This design comes from an exercise in tuning for small area on the open sky130 flow, not from production work. Where RTL was checked, it was by simulation tests only, not by an equivalence proof against the original.

Setup of P:
==> module instr_fetch, before the edit <==
module instr_fetch (
   input  logic        clk,
   input  logic        arst_n,
   input  logic        run,
   input  logic [1:0]  ph,
   input  logic        load_req,
   input  logic [5:0]  load_addr,
   input  logic [31:0] load_data,
   output logic        load_ack,
   input  logic [1:0]  fetch_slot,   
   input  logic        fetch_win,
   input  logic [3:0]  fetch_ring,   
   output logic        capture,
   output logic [27:0] head,
   output logic [27:0] instr
);
   logic [15:0][27:0] q0, q1, q2, q3;    
   logic [5:0]        wb_addr;
   logic              wb_v;              
   logic              load_accept;
   logic [2:0]        load_cls;
   logic              clr_en;
   logic [5:0]        clr_addr;
   logic              clr_a, clr_b;
   logic              set_a, set_b;
   logic [15:0]       ring_clr, ring_set;
   logic [15:0]       fsel;
   always_comb begin
      case (load_data[6:0])
         7'b0110011: load_cls = rv_pkg::CLS_OP;
         7'b0010011: load_cls = rv_pkg::CLS_OPIMM;
         7'b0110111: load_cls = rv_pkg::CLS_LUI;
         7'b0010111: load_cls = rv_pkg::CLS_AUIPC;
         7'b1101111: load_cls = rv_pkg::CLS_JAL;
         7'b1100011: load_cls = rv_pkg::CLS_BR;
         default:    load_cls = rv_pkg::CLS_NOP;
      endcase
   end
   assign load_accept = load_req & ~load_ack & ~run;
   always_ff @(posedge clk or negedge arst_n) begin
      if (!arst_n) begin
         load_ack <= 1'b0;
      end else begin
         load_ack <= load_req & (load_ack | ~run);
      end
   end
   assign clr_addr = load_accept ? load_addr : wb_addr;
   assign clr_en   = load_accept | wb_v;
   assign clr_a    = clr_en & (clr_addr[1:0] == ph);
   assign clr_b    = clr_en & (clr_addr[1:0] == ph + 2'd2);
   always_ff @(posedge clk) begin
      if (load_accept) begin
         wb_addr <= load_addr;
      end
      wb_v  <= load_accept & ~clr_a & ~clr_b;
      set_a <= clr_a;
      set_b <= clr_b;
   end
   always_comb begin
      for (int r = 0; r < 16; r++) begin
         ring_clr[r] = (clr_addr[5:2] == 4'(r));
         ring_set[r] = (wb_addr[5:2] == 4'(r));
      end
   end
   always_ff @(posedge clk) begin
      for (int r = 0; r < 16; r++) begin
         q1[r] <= ~(q0[r] | {28{clr_a & ring_clr[r]}});
         q2[r] <= ~(q1[r] | ({28{set_a & ring_set[r]}} & instr));
         q3[r] <= ~(q2[r] | {28{clr_b & ring_clr[r]}});
         q0[r] <= ~(q3[r] | ({28{set_b & ring_set[r]}} & instr));
      end
   end
   always_comb begin
      for (int r = 0; r < 16; r++) fsel[r] = (fetch_ring == 4'(r));
      head = '0;
      for (int r = 0; r < 16; r++) head = head | ({28{fsel[r]}} & q3[r]);
   end
   assign capture = fetch_win & (fetch_slot == ph + 2'd1);
   always_ff @(posedge clk) begin
      if (load_accept) begin
         instr <= {load_data[31:7], load_cls};
      end else if (capture) begin
         instr <= head;
      end
   end
endmodule
Settings: LEC_CHECK=0, CAP_MARGIN=10, CELL_PAD_IN_SITES_DETAIL_PLACEMENT=0, CELL_PAD_IN_SITES_GLOBAL_PLACEMENT=1, CORE_MARGIN=2, CORE_UTILIZATION=56, PLACE_DENSITY=0.66, SLEW_MARGIN=10; clock period 13.0 ns.
standard.sh (not shown) runs the stock make flow with config.mk's settings and CLKGATE_MAP_FILE= SYNTH_SCRIPT=/design/flow/synth_recipe.tcl, a recipe that flattens the netlist after the stock synthesis.
==> flow/flow/run.sh <==
#!/bin/bash
# Standard layout, except that clock tree synthesis inserts no dummy loads
# and the port buffers are the smallest buffer.
set -euo pipefail
export CTS_ARGS="-sink_clustering_enable -repair_clock_nets -dont_use_dummy_load -sink_clustering_size 17 -sink_clustering_max_diameter 60 -buf_list sky130_fd_sc_hd__clkbuf_8"
export BUFFER_PORTS_ARGS="-buffer_cell sky130_fd_sc_hd__buf_1"
bash standard.sh > standard.log 2>&1
> inputs changed (P -> Q)
==> flow/design.v, changed modules only <==
module instr_fetch (
   input  logic        clk,
   input  logic        arst_n,
   input  logic        run,
   input  logic [1:0]  ph,
   input  logic        load_req,
   input  logic [5:0]  load_addr,
   input  logic [31:0] load_data,
   output logic        load_ack,
   input  logic [1:0]  fetch_slot,   
   input  logic        fetch_win,
   input  logic [3:0]  fetch_ring,   
   output logic        capture,
   output logic [27:0] head,
   output logic [27:0] instr
);
   logic [15:0][27:0] q0, q1, q2, q3;    
   logic [5:0]        wb_addr;
   logic              wb_v;              
   logic              load_accept;
   logic [2:0]        load_cls;
   logic              clr_en;
   logic [5:0]        clr_addr;
   logic              clr_a, clr_b;
   logic              set_a, set_b;
   logic [15:0]       ring_clr, ring_set;
   logic [15:0]       keep_a, keep_b;
   logic [15:0]       fsel;
   always_comb begin
      case (load_data[6:0])
         7'b0110011: load_cls = rv_pkg::CLS_OP;
         7'b0010011: load_cls = rv_pkg::CLS_OPIMM;
         7'b0110111: load_cls = rv_pkg::CLS_LUI;
         7'b0010111: load_cls = rv_pkg::CLS_AUIPC;
         7'b1101111: load_cls = rv_pkg::CLS_JAL;
         7'b1100011: load_cls = rv_pkg::CLS_BR;
         default:    load_cls = rv_pkg::CLS_NOP;
      endcase
   end
   assign load_accept = load_req & ~load_ack & ~run;
   always_ff @(posedge clk or negedge arst_n) begin
      if (!arst_n) begin
         load_ack <= 1'b0;
      end else begin
         load_ack <= load_req & (load_ack | ~run);
      end
   end
   assign clr_addr = load_accept ? load_addr : wb_addr;
   assign clr_en   = load_accept | wb_v;
   assign clr_a    = clr_en & (clr_addr[1:0] == ph);
   assign clr_b    = clr_en & (clr_addr[1:0] == ph + 2'd2);
   always_ff @(posedge clk) begin
      if (load_accept) begin
         wb_addr <= load_addr;
      end
      wb_v  <= load_accept & ~clr_a & ~clr_b;
      set_a <= clr_a;
      set_b <= clr_b;
   end
   always_comb begin
      for (int r = 0; r < 16; r++) begin
         ring_clr[r] = (clr_addr[5:2] == 4'(r));
         ring_set[r] = (wb_addr[5:2] == 4'(r));
      end
   end
   always_ff @(posedge clk) begin
      for (int r = 0; r < 16; r++) begin
         keep_a[r] <= ~(clr_a & ring_clr[r]);
         keep_b[r] <= ~(clr_b & ring_clr[r]);
      end
   end
   always_ff @(posedge clk) begin
      for (int r = 0; r < 16; r++) begin
         q1[r] <= q0[r];
         q2[r] <= ~(({28{keep_a[r]}} & q1[r]) | ({28{set_a & ring_set[r]}} & instr));
         q3[r] <= q2[r];
         q0[r] <= ~(({28{keep_b[r]}} & q3[r]) | ({28{set_b & ring_set[r]}} & ~instr));
      end
   end
   always_comb begin
      for (int r = 0; r < 16; r++) fsel[r] = (fetch_ring == 4'(r));
      head = '0;
      for (int r = 0; r < 16; r++) head = head | ({28{fsel[r]}} & q1[r]);
   end
   assign capture = fetch_win & (fetch_slot == ph + 2'd3);
   always_ff @(posedge clk) begin
      if (load_accept) begin
         instr <= {load_data[31:7], load_cls};
      end else if (capture) begin
         instr <= head;
      end
   end
endmodule
## What came out
- Q finished every stage and its layout cleared the timing, DRC and antenna checks.
- Summary of the comparison: basic-gate share of the synthesized area counting and, or, nand and nor cells is lower in Q, relative to P.
- Going from P to Q, number of inserted filler cells in the final layout flat; number of sequential cells in the layout moved up; number of nets at the end of the flow -364; starting density of the core closely matched the old numbers.
For Q, only the layout was checked, not whether the RTL still works.

separate check: timing with driven ports:
How much do the figures lean on ideal ports? The routed layouts below were timed once more, with nothing changed but the port constraints.
Step 1 assumes that a clkbuf_16 drives the clock port and a buf_2 every other input.
Step 2 times the ports against the registers' clock, not the clock port: input delays grow and output delays shrink by t, the midpoint of the rising clock arrivals with the driver on.
Three values: ideal ports, drivers, drivers and shift; two values: the first two.
| run | t (ns) | slack for setup (ns) | clock arrival spread, ns | worst register clock-pin slew, ns | worst slew at a driven data input, ns |
|---|---|---|---|---|---|
| P | 1.058 | 3.491 / 3.491 / 3.491 | 0.135 / 0.135 | 0.11 / 0.11 | 0.09 |
| Q | 1.016 | 3.243 / 3.243 / 3.243 | 0.150 / 0.150 | 0.11 / 0.11 | 0.08 |
After both steps setup and hold are still met in every run listed.
